Background: an optimization exercise with open tools, aiming at small area, a short achievable clock period and few clock cycles per item. Do not read the settings as production practice. At most, simulation tests tie the RTL to the original design; equivalence was not proved. No activity file was given, so power comes from the tool's default toggle rates.

== job 4096 ==
## matmul_engine
module matmul_engine #(
  parameter int N     = 6,
  parameter int A_W   = 8,
  parameter int B_W   = 8,
  parameter int K_MAX = 16,
  parameter int ACC_W = 20,
  parameter int OUT_W = 16
) (
  input  logic                            clk,
  input  logic                            rst,
  input  logic                            start,
  output logic                            start_ready,
  input  logic [$clog2(K_MAX+1)-1:0]      k_len,
  input  logic                            in_valid,
  output logic                            in_ready,
  input  logic [N-1:0][A_W-1:0]           in_a,
  input  logic [N-1:0][B_W-1:0]           in_b,
  output logic                            out_valid,
  input  logic                            out_ready,
  output logic [N-1:0][OUT_W-1:0]         out_row,
  output logic [$clog2(N)-1:0]            out_ridx,
  output logic                            busy,
  output logic                            done
);
Size: about 13000 cells after synthesis, roughly 210 I/O pins, roughly 140000 sq um of cells after synthesis.
Settings: LEC_CHECK=0, CAP_MARGIN=20, CORE_MARGIN=2, CORE_UTILIZATION=40, CTS_CLUSTER_DIAMETER=60, CTS_CLUSTER_SIZE=24, SETUP_SLACK_MARGIN=5, SLEW_MARGIN=20, SYNTH_HIERARCHICAL=1; clock period 10.0 ns.
standard.sh (not shown) runs the stock make flow with config.mk's settings and CLKGATE_MAP_FILE= SYNTH_SCRIPT=/design/flow/synth_recipe.tcl, a recipe that flattens the netlist after the stock synthesis.
==> flow/flow/run.sh <==
#!/bin/bash
# Standard ORFS layout with three changes to how the layout is made:
#  - timing repair aims at a tighter period than the clock constraint (setup
#    margin), so the resizer works on every path longer than that target;
#  - the port buffers are sky130_fd_sc_hd__buf_4 cells (the standard flow
#    picks a delay cell), every input and output still gets its own buffer;
#  - the resizer may swap cells of a different footprint.
# Synthesis is the standard one, unchanged. Each step's log is in orfs/logs.
set -euo pipefail
MARGIN=${MARGIN:-6.15}
bash standard.sh synth > synth.log 2>&1
bash standard.sh SETUP_SLACK_MARGIN=$MARGIN MATCH_CELL_FOOTPRINT=0 \
  "BUFFER_PORTS_ARGS=-buffer_cell sky130_fd_sc_hd__buf_4" finish > layout.log 2>&1
Job 4096 | stages: all done | timing, DRC, antenna: all pass
Testbench counts of job 4096, summed over its fixed seeds: cycles 7,275, jobs 768.
Here is what was changed in the inputs of job 658 compared with job 4096.
-- flow/flow/run.sh --
<<< job 4096, line 8
# Synthesis is the standard one, unchanged. Each step's log is in orfs/logs.
set -euo pipefail
MARGIN=${MARGIN:-6.15}
bash standard.sh synth > synth.log 2>&1
bash standard.sh SETUP_SLACK_MARGIN=$MARGIN MATCH_CELL_FOOTPRINT=0 \
>>> job 658, line 8
# Synthesis is the standard one, unchanged. Each step's log is in orfs/logs.
set -euo pipefail
MARGIN=${MARGIN:-6.3}
bash standard.sh synth > synth.log 2>&1
bash standard.sh SETUP_SLACK_MARGIN=$MARGIN MATCH_CELL_FOOTPRINT=0 \
-- flow/config.mk --
<<< job 4096, line 8
export CAP_MARGIN = 20
export CORE_MARGIN = 2
export CORE_UTILIZATION = 40
export CTS_CLUSTER_DIAMETER = 60
export CTS_CLUSTER_SIZE = 24
>>> job 658, line 8
export CAP_MARGIN = 20
export CORE_MARGIN = 2
export CORE_UTILIZATION = 50
export CTS_CLUSTER_DIAMETER = 60
export CTS_CLUSTER_SIZE = 24
--- outcome ---
- Every run in the comparison, job 658 and job 4096, completed the flow with a clean layout.
- For job 658, the endpoint of the most critical setup path was g_row[1].g_col[4].u_pe.c[8], unlike job 4096, where it was g_row[0].g_col[1].u_pe.c[10].
- Diff job 4096 -> job 658: detailed-route vias per instance +0.40; hold slack up 0.0052 ns; fmax +12 MHz; post-cts sizing count up 67.
- Looking at source of the critical timing path, the ag[0][3] result is from job 4096; the ag[1][5] one comes from job 658.
- Per the comparison of job 658 with job 4096, pin count of the biggest net entering global routing now sits lower, total instance count after detailed placement went down 5.3%, relative area of clock buffers and inverters in the final design did not really move, depth of the critical timing path with buffers and inverters included fell by 1, final weighted congestion in routability-driven placement now larger.
- Sequential power share delta for job 658 relative to job 4096: 0.9 points lower
- Setup slack after layout: job 658 > job 4096
The following lists how job 5409 was set up differently from job 658:
-- flow/flow/run.sh --
<<< job 658, line 8
# Synthesis is the standard one, unchanged. Each step's log is in orfs/logs.
set -euo pipefail
MARGIN=${MARGIN:-6.3}
bash standard.sh synth > synth.log 2>&1
bash standard.sh SETUP_SLACK_MARGIN=$MARGIN MATCH_CELL_FOOTPRINT=0 \
>>> job 5409, line 8
# Synthesis is the standard one, unchanged. Each step's log is in orfs/logs.
set -euo pipefail
MARGIN=${MARGIN:-6.45}
bash standard.sh synth > synth.log 2>&1
bash standard.sh SETUP_SLACK_MARGIN=$MARGIN MATCH_CELL_FOOTPRINT=0 \
-- flow/config.mk --
<<< job 658, line 8
export CAP_MARGIN = 20
export CORE_MARGIN = 2
export CORE_UTILIZATION = 50
export CTS_CLUSTER_DIAMETER = 60
export CTS_CLUSTER_SIZE = 24
>>> job 5409, line 8
export CAP_MARGIN = 20
export CORE_MARGIN = 2
export CORE_UTILIZATION = 40
export CTS_CLUSTER_DIAMETER = 60
export CTS_CLUSTER_SIZE = 24
Results
Job 5409 vs job 658, pre-CTS setup slack went up by 0.043 ns. The setup slack of job 5409 is smaller than that of job 658. Looking at hold slack across both flows, job 5409 is the weaker of the two, with job 658 ahead. From job 658 to job 5409 the numbers moved as follows: power drawn by the combinational cells grew by about 4%, floorplan core area grew by 25%.
> inputs changed (job 5409 -> job 8503)
-- flow/flow/run.sh --
<<< job 5409, line 8
# Synthesis is the standard one, unchanged. Each step's log is in orfs/logs.
set -euo pipefail
MARGIN=${MARGIN:-6.45}
bash standard.sh synth > synth.log 2>&1
bash standard.sh SETUP_SLACK_MARGIN=$MARGIN MATCH_CELL_FOOTPRINT=0 \
>>> job 8503, line 8
# Synthesis is the standard one, unchanged. Each step's log is in orfs/logs.
set -euo pipefail
MARGIN=${MARGIN:-6.3}
bash standard.sh synth > synth.log 2>&1
bash standard.sh SETUP_SLACK_MARGIN=$MARGIN MATCH_CELL_FOOTPRINT=0 \
Notes after the runs:
Delta (job 8503 minus job 5409): total power consumption of the routed design decreased by about 3.8% relative to the old numbers; number of buffers added for setup after CTS decreased by 99 relative to the old numbers.
Against job 5409 as the reference, job 8503 delivers a lower number of DRC violations after detailed-routing iteration 0.
Relative to job 5409, the clock-buffer cell count measured on job 8503 has increased by a few percent.
Fraction of area in registers up 0.85 points in job 8503 wrt job 5409
Worst setup slack in job 8503 is 0.014 ns above job 5409.
Job 8503 ended with less minimum clock period than job 5409.
Reported for job 8503 and job 5409, die footprint turned out identical to the last digit.

* * *

Another version of the RTL of matmul_engine (not shown whole).
Size: roughly 210 I/O pins.
clock: 10.0 ns
lec_check: 0
cap_margin: 20
core_margin: 2
core_utilization: 40
cts_buf_list: sky130_fd_sc_hd__clkbuf_8
cts_cluster_diameter: 40
cts_cluster_size: 12
setup_slack_margin: 5
slew_margin: 20
synth_hierarchical: 1
==> flow/flow/run.sh <==
#!/bin/bash
# Standard ORFS layout, with timing repair aimed at a tighter period than the
# clock constraint (setup margin), so the resizer works on every path that is
# longer than the target. Synthesis is the standard one, unchanged.
set -euo pipefail
MARGIN=${MARGIN:-6.3}
bash standard.sh synth > synth.log 2>&1
bash standard.sh SETUP_SLACK_MARGIN=$MARGIN finish > layout.log 2>&1
The first run completed with no timing, DRC or antenna violations.
Then changed:
--- a/flow/config.mk
+++ b/flow/config.mk
@@ -9,7 +9,4 @@
 export CORE_MARGIN = 2
 export CORE_UTILIZATION = 40
-export CTS_BUF_LIST = sky130_fd_sc_hd__clkbuf_8
-export CTS_CLUSTER_DIAMETER = 40
-export CTS_CLUSTER_SIZE = 12
 export SETUP_SLACK_MARGIN = 5
 export SLEW_MARGIN = 20
What happened:
- sequential power is about the same
- clock-buffer cell count goes down by 72
- wire length barely changes
- critical path depth stays the same
No functional check of the RTL was part of any run of this note.

* * *

## P
matmul_engine, a different RTL version from the one above (not shown whole).
For scale: ~13000 cells after synthesis, ~210 I/O pins, ~140000 um2 of cells after synthesis.
clock: 10.0 ns
lec_check: 0
cap_margin: 20
core_margin: 2
core_utilization: 65
setup_slack_margin: 5
slew_margin: 20
synth_hierarchical: 1
==> flow/flow/run.sh <==
#!/bin/bash
# Standard ORFS layout, with timing repair aimed at a tighter period than the
# clock constraint (setup margin), so the resizer works on every path that is
# longer than the target. Synthesis is the standard one, unchanged.
set -euo pipefail
MARGIN=${MARGIN:-6.8}
bash standard.sh synth > synth.log 2>&1
bash standard.sh SETUP_SLACK_MARGIN=$MARGIN finish > layout.log 2>&1
Having completed the whole flow, P delivered a layout that passed the timing, DRC and antenna checks.
Testbench counts of P, summed over its fixed seeds: cycles 7,275, jobs 768.
What Q does differently from P at the input level:
-- flow/config.mk --
<<< P, line 8
export CAP_MARGIN = 20
export CORE_MARGIN = 2
export CORE_UTILIZATION = 65
export SETUP_SLACK_MARGIN = 5
export SLEW_MARGIN = 20
>>> Q, line 8
export CAP_MARGIN = 20
export CORE_MARGIN = 2
export CORE_UTILIZATION = 40
export SETUP_SLACK_MARGIN = 5
export SLEW_MARGIN = 20
In the tables for P and Q, number of buffer and inverter stages on the critical path reads lower with P.
In the tables for P and Q, combinational share of power reads higher with P.
Taking P as 1.0, Q lands at 1.3 on floorplan row count.
On hold slack, P tracks Q almost exactly.
Between Q and P, it is Q whose area of the die is higher, by 62%.
Q against P: area of the core went up 63%, post-detailed-routing wire length shows a reduction of about 0.47%.
Q — clock latency of the later-clocked register in the worst-skew pair 0.07 ns higher, P as reference
Static leakage (Q vs. P) decreases slightly

* * *

Another version of the RTL of matmul_engine (not shown whole).
Size: about 13,000 cells after synthesis, roughly 210 I/O pins, roughly 0.14 mm^2 of cells after synthesis.
## matmul_engine
module matmul_engine #(
  parameter int N     = 6,
  parameter int A_W   = 8,
  parameter int B_W   = 8,
  parameter int K_MAX = 16,
  parameter int ACC_W = 20,
  parameter int OUT_W = 16
) (
  input  logic                            clk,
  input  logic                            rst,
  input  logic                            start,
  output logic                            start_ready,
  input  logic [$clog2(K_MAX+1)-1:0]      k_len,
  input  logic                            in_valid,
  output logic                            in_ready,
  input  logic [N-1:0][A_W-1:0]           in_a,
  input  logic [N-1:0][B_W-1:0]           in_b,
  output logic                            out_valid,
  input  logic                            out_ready,
  output logic [N-1:0][OUT_W-1:0]         out_row,
  output logic [$clog2(N)-1:0]            out_ridx,
  output logic                            busy,
  output logic                            done
);
==> flow/config.mk <==
export PLATFORM = sky130hd
export DESIGN_NAME = matmul_engine
export DESIGN_NICKNAME = matmul_engine
export VERILOG_FILES = /design/flow/design.v
export SDC_FILE = /design/flow/constraint.sdc
export NUM_CORES = 4
export LEC_CHECK = 0
export CAP_MARGIN = 20
export CORE_MARGIN = 2
export CORE_UTILIZATION = 40
export SETUP_SLACK_MARGIN = 5
export SLEW_MARGIN = 20
export SYNTH_HIERARCHICAL = 1
==> flow/constraint.sdc <==
create_clock -name core_clock -period 10.0 [get_ports {clk}]
set_input_delay 2.0000 -clock core_clock [delete_from_list [all_inputs] [get_ports {clk}]]
set_output_delay 2.0000 -clock core_clock [all_outputs]
set_load 0.01 [all_outputs]
==> flow/flow/run.sh <==
#!/bin/bash
# Standard ORFS layout with three changes to how the layout is made:
#  - timing repair aims at a tighter period than the clock constraint (setup
#    margin), so the resizer works on every path longer than that target;
#  - the port buffers are sky130_fd_sc_hd__buf_4 cells (the standard flow
#    picks a delay cell), every input and output still gets its own buffer;
#  - the resizer may swap cells of a different footprint.
# Synthesis is the standard one, unchanged. Each step's log is in orfs/logs.
set -euo pipefail
MARGIN=${MARGIN:-6.6}
bash standard.sh synth > synth.log 2>&1
bash standard.sh SETUP_SLACK_MARGIN=$MARGIN MATCH_CELL_FOOTPRINT=0 \
  "BUFFER_PORTS_ARGS=-buffer_cell sky130_fd_sc_hd__buf_4" finish > layout.log 2>&1
Testbench counts at the start, summed over its fixed seeds: cycles 7,275, jobs 768.
Rerun with:
--- a/flow/flow/run.sh
+++ b/flow/flow/run.sh
@@ -9,3 +9,3 @@
 set -euo pipefail
-MARGIN=${MARGIN:-6.6}
+MARGIN=${MARGIN:-6.3}
 bash standard.sh synth > synth.log 2>&1
Effect: Design area fell by 6.0%; via count shrinks by 3.6%; hold slack degrades by 0.061 ns; die area does not change; register-to-register slack loses 0.09 ns; worst setup slack got worse by 0.022 ns; clock-buffer cell count fell by 15; area after synthesis stays the same; utilization falls by 2.8 points; fmax went down by 0.60%; wire length drops by 5.9%.
Rerun with:
Settings changed: PLACE_DENSITY from default to 0.7.
What happened:
- cell area stays flat
- core utilization stays flat
- combinational power rose by about 1%
- hold slack gets better by 0.043 ns
- die area is unchanged
- non-clock buffer count fell by 24
- first-iteration DRC count rose by 15%
Rerun with:
Settings changed: CTS_CLUSTER_DIAMETER from default to 60, CTS_CLUSTER_SIZE from default to 24, PLACE_DENSITY 0.7 to default.
Outcome:
- The changed run passed the timing, DRC and antenna checks
- hold slack gets worse by 0.018 ns
- core utilization went down by 0.16 points
- design area went down by 0.37%
- via count went down by 2.5%
- synthesized area stays the same
- first-iteration DRC count went down by 15%
- combinational power went down by about 2%

## static timing again, ports no longer ideal
Ports are ideal in the flow. The routed layouts listed here were re-timed in OpenROAD. Step 1: set_driving_cell puts a clkbuf_16 on clk and a buf_2 on each other input, an assumption about the parent block. Step 2 times the ports against the registers' clock, not the clock port: input delays grow and output delays shrink by t, the midpoint of the rising clock arrivals with the driver on. Three values: ideal, step 1, step 2; two values: the first two.
run | shift t [ns] | setup WS [ns] | hold WS [ns] | worst slew at a driven data input, ns
job 4096 | 1.013 | 6.195 / 6.195 / 5.251 | 0.413 / 0.413 / 0.413 | 0.07
job 658 | 0.998 | 6.363 / 6.330 / 5.461 | 0.418 / 0.418 / 0.418 | 0.07
job 5409 | 0.998 | 6.347 / 6.237 / 5.680 | 0.364 / 0.364 / 0.364 | 0.06
job 8503 | 1.004 | 6.361 / 6.331 / 5.590 | 0.381 / 0.381 / 0.381 | 0.07
the first run of note 2 | 1.129 | 6.071 / 6.071 / 5.276 | 0.388 / 0.388 / 0.388 | 0.12
the second run of note 2 | 0.996 | 6.111 / 6.111 / 5.438 | 0.412 / 0.412 / 0.412 | 0.12
P | 0.958 | 5.969 / 5.969 / 5.614 | 0.406 / 0.406 / 0.406 | 0.31
Q | 1.026 | 6.174 / 6.129 / 5.894 | 0.408 / 0.408 / 0.408 | 0.42
the first run of note 4 | 1.062 | 6.342 / 6.222 / 5.567 | 0.416 / 0.416 / 0.416 | 0.19
the second run of note 4 | 1.018 | 6.320 / 6.274 / 5.607 | 0.355 / 0.355 / 0.355 | 0.07
the third run of note 4 | 1.024 | 6.308 / 6.252 / 5.458 | 0.398 / 0.398 / 0.398 | 0.28
the fourth run of note 4 | 1.016 | 6.328 / 6.257 / 5.611 | 0.380 / 0.380 / 0.380 | 0.07
After both steps every run listed still meets setup and hold. The setup slack of job 4096, which loses most, moves by 0.000 ns with the drivers and by -0.944 ns with both steps.
